This design comes from an exercise in tuning for small area on the open sky130 flow, not from production work. The RTL was checked by simulation tests, not by an equivalence proof against the original design. No activity file was given, so power comes from the tool's default toggle rates.

==> design/flow/design.v <==
`default_nettype none
package kcec_pkg;
    localparam int KEY_COUNT = 16;
    localparam int TIMER_W   = 16;
    localparam int TICK_W    = 10;
    localparam int KEY_IDX_W = 4;
    localparam logic [TIMER_W-1:0] TIMER_MAX = {TIMER_W{1'b1}};
    localparam logic [1:0] EV_SHORT  = 2'd0;
    localparam logic [1:0] EV_LONG   = 2'd1;
    localparam logic [1:0] EV_DOUBLE = 2'd2;
    localparam logic [1:0] REG_TICK_MS         = 2'd0;
    localparam logic [1:0] REG_LONG_PRESS_MS   = 2'd1;
    localparam logic [1:0] REG_DOUBLE_CLICK_MS = 2'd2;
endpackage
`default_nettype wire
`default_nettype none
import kcec_pkg::*;
module kcec_lane (
    input  wire logic                            aclk,
    input  wire logic                            aresetn,
    input  wire logic                            tick_accept,
    input  wire logic                            pressed,
    input  wire logic [kcec_pkg::TICK_W-1:0]     tick_ms,
    input  wire logic [kcec_pkg::TIMER_W-1:0]    long_thresh,
    input  wire logic [kcec_pkg::TIMER_W-1:0]    dbl_window,
    output logic                                 ev_valid,
    output logic [1:0]                           ev_kind
);
    logic               down_reg, down_next;
    logic               await_reg, await_next;
    logic [TIMER_W-1:0] hold_reg, hold_next;
    logic [TIMER_W-1:0] since_reg, since_next;
    logic               released;
    logic               long_hit;
    logic               dbl_hit;
    logic               start_wait;
    logic               await_mid;
    logic [TIMER_W-1:0] since_mid;
    logic [TIMER_W-1:0] since_adv;
    logic [TIMER_W:0]   since_sum;
    logic [TIMER_W-1:0] hold_adv;
    logic [TIMER_W:0]   hold_sum;
    assign hold_sum = {1'b0, hold_reg} + {{(TIMER_W + 1 - TICK_W){1'b0}}, tick_ms};
    assign hold_adv = hold_sum[TIMER_W] ? TIMER_MAX : hold_sum[TIMER_W-1:0];
    always_comb begin
        released   = down_reg && !pressed;
        long_hit   = hold_reg >= long_thresh;
        dbl_hit    = released && !long_hit && await_reg && (since_reg < dbl_window);
        start_wait = released && !long_hit && !dbl_hit;
        await_mid  = dbl_hit ? 1'b0 : (start_wait ? 1'b1 : await_reg);
        since_mid  = start_wait ? '0 : since_reg;
        since_sum  = {1'b0, since_mid} + {{(TIMER_W + 1 - TICK_W){1'b0}}, tick_ms};
        since_adv  = since_sum[TIMER_W] ? TIMER_MAX : since_sum[TIMER_W-1:0];
        down_next        = down_reg;
        hold_next        = hold_reg;
        await_next       = await_reg;
        since_next       = since_reg;
        ev_valid = 1'b0;
        ev_kind = EV_SHORT;
        if (pressed) begin
            down_next = 1'b1;
            hold_next = down_reg ? hold_adv : '0;
        end else begin
            down_next  = 1'b0;
            await_next = await_mid;
            since_next = since_mid;
            if (released && long_hit) begin
                ev_valid = 1'b1;
                ev_kind = EV_LONG;
            end else if (dbl_hit) begin
                ev_valid = 1'b1;
                ev_kind = EV_DOUBLE;
            end
            if (await_mid) begin
                since_next = since_adv;
                if (since_adv >= dbl_window) begin
                    await_next = 1'b0;
                    if (!long_hit && !(released && long_hit) && !dbl_hit) begin
                        ev_valid = 1'b1;
                        ev_kind = EV_SHORT;
                    end
                end
            end
        end
    end
    always_ff @(posedge aclk) begin
        if (!aresetn) begin
            down_reg  <= 1'b0;
            await_reg <= 1'b0;
            hold_reg  <= '0;
            since_reg <= '0;
        end else if (tick_accept) begin
            down_reg  <= down_next;
            await_reg <= await_next;
            hold_reg  <= hold_next;
            since_reg <= since_next;
        end
    end
endmodule
`default_nettype wire
`default_nettype none
import kcec_pkg::*;
module kcec_merge (
    input  wire logic                                 aclk,
    input  wire logic                                 aresetn,
    input  wire logic                                 tick_valid,
    output logic                                      tick_ready,
    input  wire logic [kcec_pkg::KEY_COUNT-1:0]       lane_valid,
    input  wire logic [2*kcec_pkg::KEY_COUNT-1:0]     lane_kind,
    output logic                                      ev_valid,
    input  wire logic                                 ev_ready,
    output logic [kcec_pkg::KEY_IDX_W-1:0]            ev_key,
    output logic [1:0]                                ev_kind,
    output logic                                      ev_last
);
    logic [KEY_COUNT-1:0] pend_reg, pend_next;
    logic [1:0]           kind_reg [0:KEY_COUNT-1];
    logic                 out_valid_reg, out_valid_next;
    logic [KEY_IDX_W-1:0] out_key_reg;
    logic [1:0]           out_kind_reg;
    logic                 out_last_reg;
    logic [KEY_COUNT-1:0] lowest;
    logic [KEY_COUNT-1:0] pend_rest;
    logic [KEY_IDX_W-1:0] low_idx;
    logic                 move;
    logic                 accept;
    always_comb begin
        low_idx = '0;
        for (int k = KEY_COUNT - 1; k >= 0; k--) begin
            if (pend_reg[k]) begin
                low_idx = KEY_IDX_W'(k);
            end
        end
    end
    always_comb begin
        lowest      = pend_reg & (~pend_reg + KEY_COUNT'(1));
        pend_rest   = pend_reg & ~lowest;
        move        = (pend_reg != '0) && (!out_valid_reg || ev_ready);
        tick_ready  = (pend_reg == '0) || (move && (pend_rest == '0));
        accept      = tick_valid && tick_ready;
        out_valid_next = out_valid_reg && !ev_ready;
        if (move) begin
            out_valid_next = 1'b1;
        end
        pend_next = move ? pend_rest : pend_reg;
        if (accept) begin
            for (int k = 0; k < KEY_COUNT; k++) begin
                pend_next[k] = lane_valid[k];
            end
        end
    end
    always_ff @(posedge aclk) begin
        if (!aresetn) begin
            pend_reg      <= '0;
            out_valid_reg <= 1'b0;
        end else begin
            pend_reg      <= pend_next;
            out_valid_reg <= out_valid_next;
        end
    end
    always_ff @(posedge aclk) begin
        if (accept) begin
            for (int k = 0; k < KEY_COUNT; k++) begin
                kind_reg[k] <= lane_kind[2*k +: 2];
            end
        end
        if (move) begin
            out_key_reg  <= low_idx;
            out_kind_reg <= kind_reg[low_idx];
            out_last_reg <= (pend_rest == '0);
        end
    end
    assign ev_valid = out_valid_reg;
    assign ev_key   = out_key_reg;
    assign ev_kind  = out_kind_reg;
    assign ev_last  = out_last_reg;
endmodule
`default_nettype wire
`default_nettype none
import kcec_pkg::*;
module key_click_event_classifier (
    input  wire logic        aclk,
    input  wire logic        aresetn,
    input  wire logic        s_tvalid,
    output logic             s_tready,
    input  wire logic [15:0] s_tdata,    
    output logic             m_tvalid,
    input  wire logic        m_tready,
    output logic [7:0]       m_tdata,    
    output logic             m_tlast,    
    input  wire logic        cfg_valid,
    output logic             cfg_ready,
    input  wire logic [1:0]  cfg_index,
    input  wire logic [15:0] cfg_data
);
    logic [TICK_W-1:0]  tick_ms_reg;
    logic [TIMER_W-1:0] long_press_reg;
    logic [TIMER_W-1:0] double_click_reg;
    logic [KEY_COUNT-1:0]        lane_valid;
    logic [2*KEY_COUNT-1:0]      lane_kind;
    logic                        tick_accept;
    logic [KEY_IDX_W-1:0]        ev_key;
    logic [1:0]                  ev_kind;
    assign cfg_ready = 1'b1;
    always_ff @(posedge aclk) begin
        if (!aresetn) begin
            tick_ms_reg      <= TICK_W'(10);
            long_press_reg   <= TIMER_W'(1000);
            double_click_reg <= TIMER_W'(300);
        end else if (cfg_valid && cfg_ready) begin
            unique case (cfg_index)
                REG_TICK_MS:         tick_ms_reg      <= cfg_data[TICK_W-1:0];
                REG_LONG_PRESS_MS:   long_press_reg   <= cfg_data;
                REG_DOUBLE_CLICK_MS: double_click_reg <= cfg_data;
                default: ;
            endcase
        end
    end
    assign tick_accept = s_tvalid && s_tready;
    for (genvar k = 0; k < KEY_COUNT; k++) begin : g_lane
        kcec_lane u_lane (
            .aclk        (aclk),
            .aresetn     (aresetn),
            .tick_accept (tick_accept),
            .pressed     (s_tdata[k]),
            .tick_ms     (tick_ms_reg),
            .long_thresh (long_press_reg),
            .dbl_window  (double_click_reg),
            .ev_valid    (lane_valid[k]),
            .ev_kind     (lane_kind[2*k +: 2])
        );
    end
    kcec_merge u_merge (
        .aclk        (aclk),
        .aresetn     (aresetn),
        .tick_valid  (s_tvalid),
        .tick_ready  (s_tready),
        .lane_valid  (lane_valid),
        .lane_kind   (lane_kind),
        .ev_valid    (m_tvalid),
        .ev_ready    (m_tready),
        .ev_key      (ev_key),
        .ev_kind     (ev_kind),
        .ev_last     (m_tlast)
    );
    assign m_tdata = {2'b00, ev_kind, ev_key};
endmodule
`default_nettype wire
==> design/flow/run.sh <==
#!/bin/bash
# synth_recipe.tcl (not shown) runs the flow's synth.tcl, then flattens the netlist and writes it again
# the make line also repeats each setting of config.mk as NAME=value (left out here)
make -C /OpenROAD-flow-scripts/flow DESIGN_CONFIG=/design/flow/config.mk WORK_HOME=/design/flow/orfs CLKGATE_MAP_FILE= SYNTH_SCRIPT=/design/flow/synth_recipe.tcl finish
==> design/flow/config.mk <==
export PLATFORM = sky130hd
export DESIGN_NAME = key_click_event_classifier
export DESIGN_NICKNAME = key_click_event_classifier
export VERILOG_FILES = /design/flow/design.v
export SDC_FILE = /design/flow/constraint.sdc
export NUM_CORES = 4
export LEC_CHECK = 0
export CAP_MARGIN = 20
export CORE_MARGIN = 2
export CORE_UTILIZATION = 40
export SLEW_MARGIN = 20
==> design/flow/constraint.sdc <==
create_clock -name core_clock -period 10.0 [get_ports {aclk}]
set_input_delay 2.0000 -clock core_clock [delete_from_list [all_inputs] [get_ports {aclk}]]
set_output_delay 2.0000 -clock core_clock [all_outputs]
set_load 0.01 [all_outputs]
==> flow_summary.json <==
{
  "run_status": "complete, no violations",
  "timing.rr.end": "g_lane[6].u_lane.await_reg",
  "final_area_um2": 66770,
  "finalHoldViolations": 0,
  "fin_tns_setup_ns": 0,
  "timing.final.crit_period_ns": 8.568,
  "cts_hold_buf": 0,
  "grt_pass1_vias": 55020,
  "min_path_cells": 2,
  "crit_type": "register to register",
  "postLayoutCoreUtil_pct": 44.47,
  "setup_ws_ns": 1.432,
  "grt_pass1_wl_um": 331400,
  "die_w_um": 393.4,
  "dr.pass1.iters": 5,
  "maxCapViolations": 0,
  "clk_pin_slew_ns": 0.06,
  "cp-end-kind": "register",
  "hold_class": "register to register",
  "mappedNetlistArea_um2": 60640,
  "placed_cell_area_um2": 63760,
  "fin_nets": 8661,
  "ys_seq_area_share_pct": 21.84,
  "layout-drive-gt1-share_pct": 6.126,
  "cts_setup_buffers": 0,
  "syn_avg_cell_area_um2": 8.061,
  "maxSlewHeadroom_pct": 20.03,
  "critPathRequiredTime_ns": 10.64,
  "drcViolationCount": 0,
  "h-tree-depth": 3,
  "wl_per_cell_um": 22.59,
  "core_um2": 150100,
  "holdPathEnd": "long_press_reg[1]",
  "vias_per_cell": 6.128,
  "syn_inst": 7523,
  "die_area_um2": 154700,
  "die_y_um": 393.4,
  "fmax_mhz": 116.7,
  "synth_edf_count": 39,
  "start_util_pct": 40.39,
  "ir_worst_vdd_v": 0.0001266,
  "tightest_slew_ns": 1.192,
  "cts_buffers": 87,
  "arrival_ns": 9.21,
  "ant_nets": 0,
  "clock_sinks": 642,
  "io_pins": 51,
  "ys.flop_type": "dfxtp_1",
  "cts_tree": "done",
  "yosysWarningCount": 4,
  "grt.total_usage_pct": 27.10,
  "clock_latency_ns": 0.72,
  "gr-total-overflow": 0,
  "slew_viol_final": 0,
  "hpwl_um": 152400,
  "async_reset_ff_share_pct": 0,
  "rows": 142,
  "clk_path_buf_depth": 3,
  "r2r_cells": 26,
  "holdCritStartpoint": "long_press_reg[1]",
  "power_leakage_nw": 28.92,
  "vias": 58900,
  "rsz0062_at_grt": "false",
  "ctsResizeCount": 0,
  "rr_startpoint": "long_press_reg[1]",
  "r2r_slack_ns": 1.43,
  "cts_root_buf": "clkbuf_16",
  "period_share_pct": 85.68,
  "wl_um": 217200,
  "first_iter_violations": 5440,
  "grt_max_degree": 164,
  "start_kind": "register",
  "port_buffers": 47,
  "syn2layout_area_growth_pct": 10.10,
  "finalClockSkew_ns": 0.02728,
  "ys_ff_latch": 642,
  "synth_cell_types": 95,
  "gp_congestion": 0.9260,
  "pre_cts_ws_ns": 1.550,
  "report.final.setup_viol": 0,
  "crit_path_max_fanout": 19,
  "power-per-cell-area_nw_per_um2": 105.6,
  "antenna_found_initial": 10
}
[per-layer routing]
metal / track usage (%) / vias up / routed length, um / share of wire (%)
li1: - / 28200 / - / -
met1: 36.94 / 28160 / 97180 / 45
met2: 42.54 / 2074 / 94560 / 44
met3: 4.018 / 467 / 16030 / 7.4
met4: 11.22 / 4 / 9368 / 4.3
met5: 0 / - / 27 / 0.012
[synthesized netlist by cell type (166+ instances only)]
| cell | count | share of area [%] |
|---|---|---|
| nor2b_1 | 166 | 1.7 |
| inv_1 | 236 | 1.5 |
| nand2_1 | 711 | 4.4 |
| ha_1 | 1072 | 22 |
| a21o_1 | 170 | 2.1 |
| o21ai_0 | 408 | 3.4 |
| a21oi_1 | 683 | 5.6 |
| dfxtp_1 | 603 | 20 |
| clkbuf_1 | 229 | 1.4 |
| nor2_1 | 598 | 3.7 |
| o211ai_1 | 192 | 2.4 |
| nand3_1 | 231 | 1.9 |
[report_power, final]
| part | switching (W) | internal [W] |
|---|---|---|
| logic | 0.000676 | 0.000351 |
| registers | 0.0000670 | 0.00262 |
| clock network | 0.00138 | 0.00196 |
[through the flow]
step           hold WS (ns)  total power, W  instances
6_report             0.4574        0.007049       9611
5_1_grt              0.4699        0.007288       9608
4_1_cts              0.4569        0.007067       9605
3_5_place_dp         0.4489        0.003746       9443
3_3_place_gp         0.4427        0.003725       9442
2_1_floorplan        0.4363        0.003371       7524
[layout by cell type (no fill, tap or decap), drive strengths merged, types with 153 or more instances in the layout]
master	synthesis	layout
a21o	170	170
a21oi	683	683
dfxtp	603	603
ha	1072	1072
inv	237	240
nand2	711	711
nand3	231	231
nor2	598	598
nor2b	166	166
nor3	153	153
o211ai	192	192
o21ai	412	412
[worst max-delay path by stage]
stage / start / to / slack, ns / depth (start not counted)
3_3_place_gp: s_tdata[3] / u_merge.pend_reg[3] / 1.64 / 23
3_5_place_dp: s_tdata[3] / u_merge.pend_reg[3] / 1.55 / 23
2_1_floorplan: s_tdata[3] / u_merge.pend_reg[3] / 2.97 / 23
4_1_cts: long_press_reg[1] / g_lane[6].u_lane.await_reg / 1.67 / 26
5_1_grt: long_press_reg[1] / g_lane[6].u_lane.await_reg / 0.95 / 26
6_report: long_press_reg[1] / g_lane[6].u_lane.await_reg / 1.43 / 26
[worst max-delay path: stages, from the launching register on]
cell	delay (ns)
dfxtp_1	0.31
inv_1	0.41
buf_4	0.36
ha_1	0.28
a31oi_1	0.13
o21ai_0	0.21
a211oi_1	0.99
nand3_1	0.83
and2_1	0.42
ha_1	0.22
fa_1	0.42
a211oi_1	0.28
o21ai_0	0.19
a31oi_1	0.60
or2_2	0.23
a31oi_1	0.04
buf_4	0.23
nor2_1	0.16
inv_1	0.07
ha_1	0.29
a21o_1	0.16
a2111oi_0	0.35
o21ai_0	0.18
a221oi_1	0.28
o21ai_0	0.19
or4_1	0.49
a21oi_1	0.15
[cells by family (layout without fill, tap and decap cells)]
logic type               Yosys count  in the layout  share of synthesized area (%)
multiplexers                     137            137                          2.270
other                              2              7                        0.01238
AND/OR/NAND/NOR                 2502           2502                          20.10
AO/OA/AOI/OAI                   2367           2367                          25.68
adder cells (fa/ha/maj)         1106           1106                          23.21
buffers and inverters            527            594                          3.423
flip-flops                       642            642                          21.84
XOR/XNOR                         240            240                          3.466
[final cells by class]
cell class,count,area [um^2]
flip-flops and latches,642,13280
well taps,2016,2522
clock inverters,39,455.4
diodes,4,10.01
clock buffers,123,2505
repair buffers,195,1595
multi-input cells,6355,45500
inverters,237,898.4
fillers,14780,83370

## static timing again, ports no longer ideal
No port has a modelled driver above. Below, the same layout with a new extraction and two added sets of constraints.
Step 1: set_driving_cell puts a clkbuf_16 on aclk and a buf_2 on each other input, an assumption about the parent block.
Step 2 also shifts input and output timing later by t, the mid clock arrival at the registers, as if the neighbouring blocks saw the same clock.
Three values: ideal ports, drivers, drivers and shift; two values: the first two.
t (ns): 0.786
setup slack, ns: 1.432 / 1.432 / 1.432
worst setup path at the end: register to register
latest minus earliest clock arrival (ns): 0.029 / 0.029
slew at the worst register clock pin (ns): 0.06 / 0.06
After both steps this run still meets setup and hold. The setup slack of this run moves by 0.000 ns with the drivers and by 0.000 ns with both steps.
